This is an optimization exercise on Yosys and OpenROAD, whose aim is small area, not a production implementation. RTL that was checked went through simulation tests only; none was proved equivalent to the original. No functional check of the RTL was part of run 2. Power figures rest on the tool's default switching activity, not on a simulated workload.

[design/flow/design.v]
module sensor_sample_buf #(
  parameter int unsigned DATA_W = 32,
  parameter int unsigned DEPTH  = 64,
  parameter int unsigned ADDR_W = 6
) (
  input  logic              ACLK,
  input  logic              ARESETn,
  input  logic              sctrl_en,
  input  logic              sctrl_clear,
  input  logic [ADDR_W-1:0] sctrl_addr,
  input  logic              sensor_ready,
  input  logic [DATA_W-1:0] sensor_out,
  output logic              sctrl_interrupt,
  output logic [DATA_W-1:0] sctrl_out,
  output logic              sensor_en,
  output logic [ADDR_W:0]   word_cnt,
  output logic [15:0]       ovf_cnt
);
  localparam int unsigned CNT_W = ADDR_W + 1;
  localparam logic [ADDR_W-1:0] LAST_IDX = ADDR_W'(DEPTH - 1);
  localparam logic [CNT_W-1:0]  FULL_CNT = CNT_W'(DEPTH);
  typedef enum logic [1:0] {
    IDLE    = 2'd0,
    CAPTURE = 2'd1,
    FULL    = 2'd2
  } state_t;
  state_t            state;
  state_t            state_nxt;
  logic [ADDR_W-1:0] wptr;
  logic              capture_c;
  logic [DATA_W-1:0] mem [DEPTH];
  assign sensor_en = (state == CAPTURE) && !sctrl_clear;
  assign capture_c = sensor_en && sensor_ready;
  always_comb begin
    state_nxt = state;
    unique case (state)
      IDLE: begin
        if (sctrl_en && !sctrl_clear) state_nxt = CAPTURE;
      end
      CAPTURE: begin
        if (sctrl_clear)                         state_nxt = IDLE;
        else if (capture_c && wptr == LAST_IDX)  state_nxt = FULL;
        else if (!sctrl_en)                      state_nxt = IDLE;
      end
      FULL: begin
        if (sctrl_clear) state_nxt = IDLE;
      end
      default: state_nxt = IDLE;
    endcase
  end
  always_ff @(posedge ACLK or negedge ARESETn) begin
    if (!ARESETn) state <= IDLE;
    else          state <= state_nxt;
  end
  always_ff @(posedge ACLK or negedge ARESETn) begin
    if (!ARESETn) sctrl_interrupt <= 1'b0;
    else          sctrl_interrupt <= (state_nxt == FULL);
  end
  always_ff @(posedge ACLK or negedge ARESETn) begin
    if (!ARESETn) begin
      wptr     <= '0;
      word_cnt <= '0;
    end else if (sctrl_clear) begin
      wptr     <= '0;
      word_cnt <= '0;
    end else if (capture_c) begin
      wptr <= wptr + ADDR_W'(1);
      if (word_cnt != FULL_CNT) word_cnt <= word_cnt + CNT_W'(1);
    end
  end
  always_ff @(posedge ACLK or negedge ARESETn) begin
    if (!ARESETn) begin
      for (int i = 0; i < int'(DEPTH); i++) mem[i] <= '0;
    end else if (capture_c) begin
      mem[wptr] <= sensor_out;
    end
  end
  always_ff @(posedge ACLK or negedge ARESETn) begin
    if (!ARESETn) sctrl_out <= '0;
    else          sctrl_out <= mem[sctrl_addr];
  end
  logic [15:0] ovf_q;
  always_ff @(posedge ACLK or negedge ARESETn) begin
    if (!ARESETn)
      ovf_q <= 16'h0;
    else if (sctrl_clear)
      ovf_q <= 16'h0;
    else if (state == FULL && sensor_ready && ovf_q != 16'hFFFF)
      ovf_q <= ovf_q + 16'd1;
  end
  assign ovf_cnt = ovf_q;
endmodule
[design/flow/config.mk]
export PLATFORM = sky130hd
export DESIGN_NAME = sensor_sample_buf
export DESIGN_NICKNAME = sensor_sample_buf
export VERILOG_FILES = /design/flow/design.v
export SDC_FILE = /design/flow/constraint.sdc
export NUM_CORES = 4
export LEC_CHECK = 0
export CAP_MARGIN = 20
export CORE_MARGIN = 2
export CORE_UTILIZATION = 40
export SLEW_MARGIN = 20
[design/flow/constraint.sdc]
create_clock -name core_clock -period 5.0 [get_ports {ACLK}]
set_input_delay 1.0000 -clock core_clock [delete_from_list [all_inputs] [get_ports {ACLK}]]
set_output_delay 1.0000 -clock core_clock [all_outputs]
set_load 0.01 [all_outputs]
[design/flow/run.sh]
#!/bin/bash
# synth_recipe.tcl (not shown) runs the flow's synth.tcl, then flattens the netlist and writes it again
# the make line also repeats each setting of config.mk as NAME=value (left out here)
make -C /OpenROAD-flow-scripts/flow DESIGN_CONFIG=/design/flow/config.mk WORK_HOME=/design/flow/orfs CLKGATE_MAP_FILE= SYNTH_SCRIPT=/design/flow/synth_recipe.tcl finish
==> metrics.csv, run 1 <==
metric,value,unit
clock share of power,0.477,
Top delay family on crit path,simple AND/OR/NAND/NOR gates,
Seq. cell area,52900,µm²
minimum clock period,4260,ps
Slew HR,0.124,
Tot Pwr,35200,µW
Vias per Instance,6.65,
CP cell instances,clkdlybuf4s50_1 > nor4bb_2 > and2_2 > a2111oi_0 > buf_4 > nand3_1 > nor4_1 > a31oi_1,
area of the multi-input gates,35800,µm²
Die ar.,232000,µm²
Worst Hold Class,in2async,
Syn Area/Cell,13.7,µm²
critical path arrival,5020,ps
post-synthesis cell area,91100,µm²
Detail Route Antenna Nets,0,
Switching Share,0.233,
Setup TNS Final,0,ps
I/O pins,100,
setup bufs post-CTS,0,
Lkg Pwr,0.0520,µW
Worst-path clk slew,60,ps
row count,175,
RSZ-0062 raised after global routing,false,
htree depth,4,
post-synthesis net count,6709,
Fmax,235,MHz
root buffer cell,clkbuf_16,
Yosys reg bits,2112,
RR Startpoint,state[1],
filler instances,20200,
Worst path depth,8,
top_reg_cell synth,dfrtp_1,
Final Slew Violations,0,
"Largest stage delay, worst path",1100,ps
Yosys cell types,57,
hold buffers post-CTS,0,
routability congestion estimate,0.892,
"top cells by area, synth","dfrtp_1 58%, mux2_2 24%, a22oi_1 7.8%, mux2_1 1.5%, nand4_1 1.4%",
WS Path Type,in2reg,
NumNets Final,6665,
Cells after Synth,6659,
grt ovf,0,
internal power,27000,µW
Logic pwr share,0.032,
Skew-Pair Late Insertion Delay,930,ps
status,finished clean,
startpoint types,input port,
Synth top area share,0.580,
Worst Reg2Reg Path Length in Cells,7,
Pwr per Cell Area,338,nW/µm²
Worst Path Required,5760,ps
share of cells above drive strength 1,0.409,
CTS resizes,0,
Slew @ Worst Pin,1310,ps
initial antenna violation count,26,
crit end category,flop,
CP max FO,15,
Max Cap Viol,0,
most common cell in the netlist,dfrtp_1,
final setup violation count,0,
core box area,227000,µm²
Critical path buffers and inverters,2,
Die Span X,481,µm
final hold violations,0,
initial core utilization,0.402,
DR DRC count,0,
period utilisation layout,0.852,
YS warnings,2,
crit path launch,sctrl_addr[0],
Die Y,481,µm
drt pass-1 iters,6,
largest net degree at the start of global routing,152,
register share of total power,0.491,
Clock Tree Buf Depth,3,
Crit-path slowest cell,a2111oi_0,
"Seq/Total Area, Yosys",0.580,
first-pass GRT wire length,529000,µm
Synth area leader,dfrtp_1,
Detailed Place HPWL,222000,µm
Initial DRC Count,9099,
CTS tree,done,
post-DR wirelength/cell,39.3,µm
Synth async-reset ratio,1.00,
Post-Route WL,386000,µm
port bufs,99,
commonest cells in the netlist,"2112 x dfrtp_1, 1925 x mux2_2, 944 x a22oi_1",
overall global routing resource usage,0.330,
CTS sink cnt,2112,
hold_ws,106,ps
vias in the first global route,63900,
Setup Skew,43.5,ps
area grow syn2layout,14.2,%
CTS Buf Count,220,
VDD IR max,401,µV
sw power,8200,µW
DR vias,65200,
"EDFF count, synth",0,
routing by layer:
layer | track usage | routed length [µm] | share of wire
met3 | 0.0850 | 43900 | 0.11
met2 | 0.485 | 166000 | 0.43
met4 | 0.178 | 24600 | 0.064
met1 | 0.446 | 151000 | 0.39
met5 | 0 | 238 | 0.00062
layout make-up:
type	instances	share of cell area
inverters	6	0.000216
clock buffers	334	0.0622
clock inverters	62	0.00819
multi-input cells	3852	0.344
flip-flops and latches	2112	0.508
diodes	16	0.000385
repair buffers	423	0.0409
well taps	3009	0.0362
worst reg2reg max path: stages (launching register included):
cell,delay [ps]
dfrtp_1,410
nand3b_1,280
nor2_2,200
nand2_1,170
nor2_1,570
nand2_4,620
buf_4,530
mux2_2,320
cell usage in the layout (no fill, tap or decap), drive strengths merged, types with 21 or more instances in the layout:
cell and n:
a2111oi 22, and3 73, clkinv 38, nand4 211
nor2 94, a22oi 944, nor4 51, clkbuf 334
mux2 2050, nor3 21, a31oi 22, buf 357
a21oi 47, nand2 145, nand3 32, clkdlybuf4s50 66
and2 66, dfrtp 2112
stage by stage:
stage / instances / utilization / setup slack (ps) / area (µm²)
final: 9814 / 0.459 / 742 / 104000
after global routing: 9799 / 0.459 / 861 / 104000
after CTS: 9798 / 0.458 / 993 / 104000
after detailed placement: 9402 / 0.426 / 66.2 / 96600
after global placement: 9398 / 0.426 / 151 / 96500
after floorplan: 6659 / - / 2340 / 91100
registers in the layout, indices dropped and copies added, names as in the netlist:
name	count
sctrl_out	32
mem	2048
word_cnt	7
state	2
wptr	6
ovf_q	16
sctrl_interrupt	1
cells by family after synthesis:
| family | count (synthesis) | share of synthesized area |
|---|---|---|
| xor gates and xnor gates | 23 | 0.00221 |
| buffers and inverters | 695 | 0.0329 |
| DFF | 2112 | 0.580 |
| adders and majority gates | 7 | 0.000961 |
| and+or+nand+nor | 727 | 0.0450 |
| AOI/OAI and AO/OA | 1044 | 0.0855 |
| muxes | 2051 | 0.253 |
path summary, 6_finish.rpt:
path                                       to  slack (ps)
worst min register to register     mem[45][1]         480
worst min-delay path               mem[0][24]         110
worst max-delay path            sctrl_out[28]         740
max in group asynchronous          mem[57][9]        3420
min in group core_clock            mem[45][1]         480
worst max register to register    mem[55][15]        1760
power groups by stage:
stage	clock, µW	combinational [µW]	sequential [µW]
after global routing	17600	1190	17300
after CTS	16900	1100	17300
after detailed placement	0	1100	17600
after floorplan	0	390	17600
final	16800	1120	17300
after global placement	0	1080	17600
==> run 2: changes to the inputs <==
==> design/flow/design.v (replaced) <==
module sensor_sample_buf #(
  parameter int unsigned DATA_W = 32,
  parameter int unsigned DEPTH  = 64,
  parameter int unsigned ADDR_W = 6
) (
  input  logic              ACLK,
  input  logic              ARESETn,
  input  logic              sctrl_en,
  input  logic              sctrl_clear,
  input  logic [ADDR_W-1:0] sctrl_addr,
  input  logic              sensor_ready,
  input  logic [DATA_W-1:0] sensor_out,
  output logic              sctrl_interrupt,
  output logic [DATA_W-1:0] sctrl_out,
  output logic              sensor_en,
  output logic [ADDR_W:0]   word_cnt,
  output logic [15:0]       ovf_cnt
);
  localparam int unsigned CNT_W = ADDR_W + 1;
  logic              cap_q;     
  logic [CNT_W-1:0]  cnt_q;     
  logic [CNT_W-1:0]  hw_q;      
  logic              capture_c;
  logic              full_c;
  logic [ADDR_W-1:0] wptr;
  logic [DATA_W-1:0] mem [DEPTH];
  assign full_c          = cnt_q[CNT_W-1];
  assign wptr            = cnt_q[ADDR_W-1:0];
  assign sctrl_interrupt = full_c;
  assign word_cnt        = cnt_q;
  assign sensor_en       = cap_q && !sctrl_clear;
  assign capture_c       = sensor_en && sensor_ready;
  always_ff @(posedge ACLK or negedge ARESETn) begin
    if (!ARESETn) cap_q <= 1'b0;
    else          cap_q <= sctrl_en && !sctrl_clear && !full_c &&
                           !(capture_c && wptr == ADDR_W'(DEPTH - 1));
  end
  always_ff @(posedge ACLK or negedge ARESETn) begin
    if (!ARESETn)         cnt_q <= '0;
    else if (sctrl_clear) cnt_q <= '0;
    else if (capture_c)   cnt_q <= cnt_q + CNT_W'(1);
  end
  always_ff @(posedge ACLK or negedge ARESETn) begin
    if (!ARESETn)                        hw_q <= '0;
    else if (capture_c && cnt_q == hw_q) hw_q <= hw_q + CNT_W'(1);
  end
  logic [DEPTH-1:0] we;
  always_comb begin
    for (int i = 0; i < int'(DEPTH); i++) we[i] = capture_c && (wptr == ADDR_W'(i));
  end
  always_ff @(posedge ACLK) begin
    for (int i = 0; i < int'(DEPTH); i++)
      mem[i] <= (mem[i] & {DATA_W{~we[i]}}) | (sensor_out & {DATA_W{we[i]}});
  end
  logic [DEPTH-1:0]  rsel;
  logic [DATA_W-1:0] rdata;
  always_comb begin
    for (int i = 0; i < int'(DEPTH); i++)
      rsel[i] = (sctrl_addr == ADDR_W'(i)) && (CNT_W'(i) < hw_q);
    rdata = '0;
    for (int i = 0; i < int'(DEPTH); i++)
      rdata = rdata | (mem[i] & {DATA_W{rsel[i]}});
  end
  always_ff @(posedge ACLK or negedge ARESETn) begin
    if (!ARESETn)                     sctrl_out <= '0;
    else          sctrl_out <= rdata;
  end
  logic [15:0] ovf_q;
  always_ff @(posedge ACLK or negedge ARESETn) begin
    if (!ARESETn)
      ovf_q <= 16'h0;
    else if (sctrl_clear)
      ovf_q <= 16'h0;
    else if (full_c && sensor_ready && ovf_q != 16'hFFFF)
      ovf_q <= ovf_q + 16'd1;
  end
  assign ovf_cnt = ovf_q;
endmodule
--- a/design/flow/config.mk
+++ b/design/flow/config.mk
@@ -9,3 +9,4 @@
 export CORE_MARGIN = 2
-export CORE_UTILIZATION = 40
+export CORE_UTILIZATION = 70
+export CTS_BUF_LIST = sky130_fd_sc_hd__clkbuf_4 sky130_fd_sc_hd__clkbuf_8
 export SLEW_MARGIN = 20
==> metrics.csv, run 2 <==
metric,value,unit,change
status,finished clean,,
NumNets Final,4482,,-33%
top_reg_cell synth,edfxtp_1,,
sw power,7150,µW,-13%
Synth async-reset ratio,0.0298,,-0.970
"Seq/Total Area, Yosys",0.828,,+0.248
most common cell in the netlist,edfxtp_1,,
root buffer cell,clkbuf_8,,
I/O pins,100,,unchanged
CP max FO,27,,+12
wl on met1,82600,µm,-45%
Initial DRC Count,10500,,+16%
YS warnings,2,,unchanged
Switching Share,0.209,,-0.0243
Yosys cell types,64,,+12%
Worst Path Required,5830,ps,+70 ps
initial core utilization,0.708,,+0.307
Vias per Instance,7.96,,+20%
period utilisation layout,0.952,,+0.100
startpoint types,flop,,
CTS resizes,0,,unchanged
Setup Skew,67.6,ps,+24.1 ps
Max Cap Viol,0,,unchanged
Die Y,334,µm,-31%
area grow syn2layout,15.0,%,
critical path arrival,5590,ps,+570 ps
RSZ-0062 raised after global routing,false,,
post-route setup slack,241,ps,-501 ps
Post-Place Worst Slack,64.1,ps,-2.15 ps
final setup violation count,0,,unchanged
Cells after Synth,3986,,-40%
overall global routing resource usage,0.482,,+0.152
Synth area leader,edfxtp_1,,
commonest cells in the netlist,"2048 x edfxtp_1, 602 x a22oi_1, 162 x nand4_1",,
row count,120,,-31%
"leading cell type in the layout, fill and taps excluded",edfxtp_1,,
crit end category,flop,,
DR vias,48400,,-26%
DR top layer,met5,,
Detailed Place HPWL,148000,µm,-33%
Fmax,210,MHz,-11%
minimum clock period,4760,ps,+501 ps
htree depth,5,,+1
CTS sink cnt,2111,,-0.047%
clock share of power,0.410,,-0.067
routed length on met2,114000,µm,-31%
Yosys reg bits,2111,,-0.047%
Lkg Pwr,0.0278,µW,-47%
"EDFF count, synth",2048,,+2048
wire length on met3,51400,µm,+17%
Synth top area share,0.808,,+0.228
Die ar.,111000,µm²,-52%
final hold violations,0,,unchanged
Die Span X,334,µm,-31%
Final Slew Violations,0,,unchanged
Worst Hold Class,in2async,,
Logic pwr share,0.020,,-0.012
post-DR wirelength/cell,43.8,µm,+11%
routability congestion estimate,0.942,,+5.6%
Slew @ Worst Pin,1180,ps,-131 ps
VDD IR max,322,µV,-20%
DR DRC count,0,,unchanged
core box area,108000,µm²,-53%
Slew HR,0.206,,+0.0815
"top cells by area, synth","edfxtp_1 81%, a22oi_1 5.9%, dfrtp_1 2.1%, a221oi_1 1.6%, a22o_1 1.5%",,
vias in the first global route,46100,,-28%
post-synthesis net count,4035,,-40%
internal power,27100,µW,+0.38%
drt pass-1 iters,7,,+1
hold buffers post-CTS,0,,unchanged
Syn Area/Cell,19.1,µm²,+40%
share of cells above drive strength 1,0.203,,-0.207
Clock Tree Buf Depth,4,,+1
CTS tree,done,,
largest net degree at the start of global routing,65,,-57%
Skew-Pair Late Insertion Delay,1020,ps,+90 ps
fin util,0.815,,+0.356
register share of total power,0.570,,+0.079
Worst-path clk slew,70,ps,about the same
first-pass GRT wire length,362000,µm,-32%
CTS Buf Count,330,,+50%
Detail Route Antenna Nets,0,,unchanged
setup bufs post-CTS,0,,unchanged
Post-Route WL,267000,µm,-31%
port bufs,99,,unchanged
most frequent cells in the layout,"2048 x edfxtp_1, 602 x a22oi_1, 343 x clkbuf_8",,
post-synthesis cell area,76100,µm²,-16%
initial antenna violation count,24,,-7.7%
grt ovf,0,,unchanged
Pwr per Cell Area,391,nW/µm²,+16%
WS Path Type,reg2reg,,
==> run 2: power by group through the flow <==
stage	clock network (µW)	registers, µW	logic (µW)
final	14000	19500	689
after global routing	14700	19500	714
after CTS	14000	19500	656
after detailed placement	0	19900	654
after global placement	0	19900	623
after floorplan	0	19800	194
==> run 2: worst paths after layout <==
check                        start       endpoint  depth (start not counted)  slack (ps)
max reg2reg                hw_q[4]  sctrl_out[10]                          9         240
min                        ARESETn       ovf_q[9]                          1         110
max in group asynchronous  ARESETn  sctrl_out[15]                          2        3710
min in group core_clock       flop  sctrl_out[12]                          2         510
max                        hw_q[4]  sctrl_out[10]                          9         240
min reg2reg                   flop  sctrl_out[12]                          2         510
==> run 2: critical path, stage by stage, from the launching register on <==
cell,delay [ps]
dfrtp_1,680
nor4b_4,930
a2111oi_2,190
buf_4,240
buf_12,200
a22o_1,260
a221oi_1,660
nand4_1,280
nor3_1,950
nand2_1,190
==> run 2: metal layers <==
layer	vias up	GRT usage
met5	-	0
met2	5563	0.684
li1	18000	-
met3	1157	0.196
met4	26	0.261
met1	23700	0.647
==> run 2: through the flow <==
stage                     instance area (µm²)  hold slack (ps)  cells  TNS [ps]  total power (µW)
final                                   87600              108   6090         0             34200
after global routing                    87500              103   6080         0             34900
after floorplan                         76100              450   3986         0             20000
after detailed placement                81200              488   5504         0             20500
after CTS                               87500             91.3   6076         0             34100
after global placement                  81200              475   5504      -195             20500
==> run 2: layout make-up <==
class | instances | area, µm²
diodes | 14 | 35.0
clock buffers | 450 | 5520
clock inverters | 122 | 761
fillers | 5137 | 19900
inverters | 6 | 22.5
multi-input cells | 1632 | 12900
flip-flops and latches | 2111 | 63100
well taps | 1403 | 1760
repair buffers | 352 | 3470
==> run 2: logic make-up (layout without fill, tap and decap cells) <==
family          Yosys count  count (layout)  share of synthesized area
flops                  2111            2111                      0.828
buf+inv                 243             930                     0.0141
xor+xnor                 30              30                    0.00345
other cells               0              14                          0
simple gates            538             538                     0.0406
compound gates         1054            1054                      0.112
mux                       4               4                   0.000559
fa+ha+maj                 6               6                   0.000986

## what the ideal ports hide
The results above use ideal ports. As a check the final layouts listed here were re-extracted and re-timed, cells and wires unchanged. Step 1: set_driving_cell puts a clkbuf_16 on ACLK and a buf_2 on each other input, an assumption about the parent block. Step 2 times the ports against the registers' clock, not the clock port: input delays grow and output delays shrink by t, the midpoint of the rising clock arrivals with the driver on. a / b / c = no drivers / after step 1 / after step 2; a / b = the first two.
run | t (ns) | setup slack, ns | hold WS [ns] | worst setup path after step 2 | pins driven straight from the clock port
run 1 | 0.985 | 0.742 / 0.786 / -0.199 | 0.106 / 0.117 / 0.485 | input to register | 1
run 2 | 1.052 | 0.241 / 0.241 / -0.368 | 0.108 / 0.066 / 0.506 | input to register | 1
Met with ideal ports but missed after step 2: setup timing in run 1 and run 2. For run 1, which loses most, drivers alone change the setup slack by +0.044 ns; drivers and shift together by -0.941 ns.
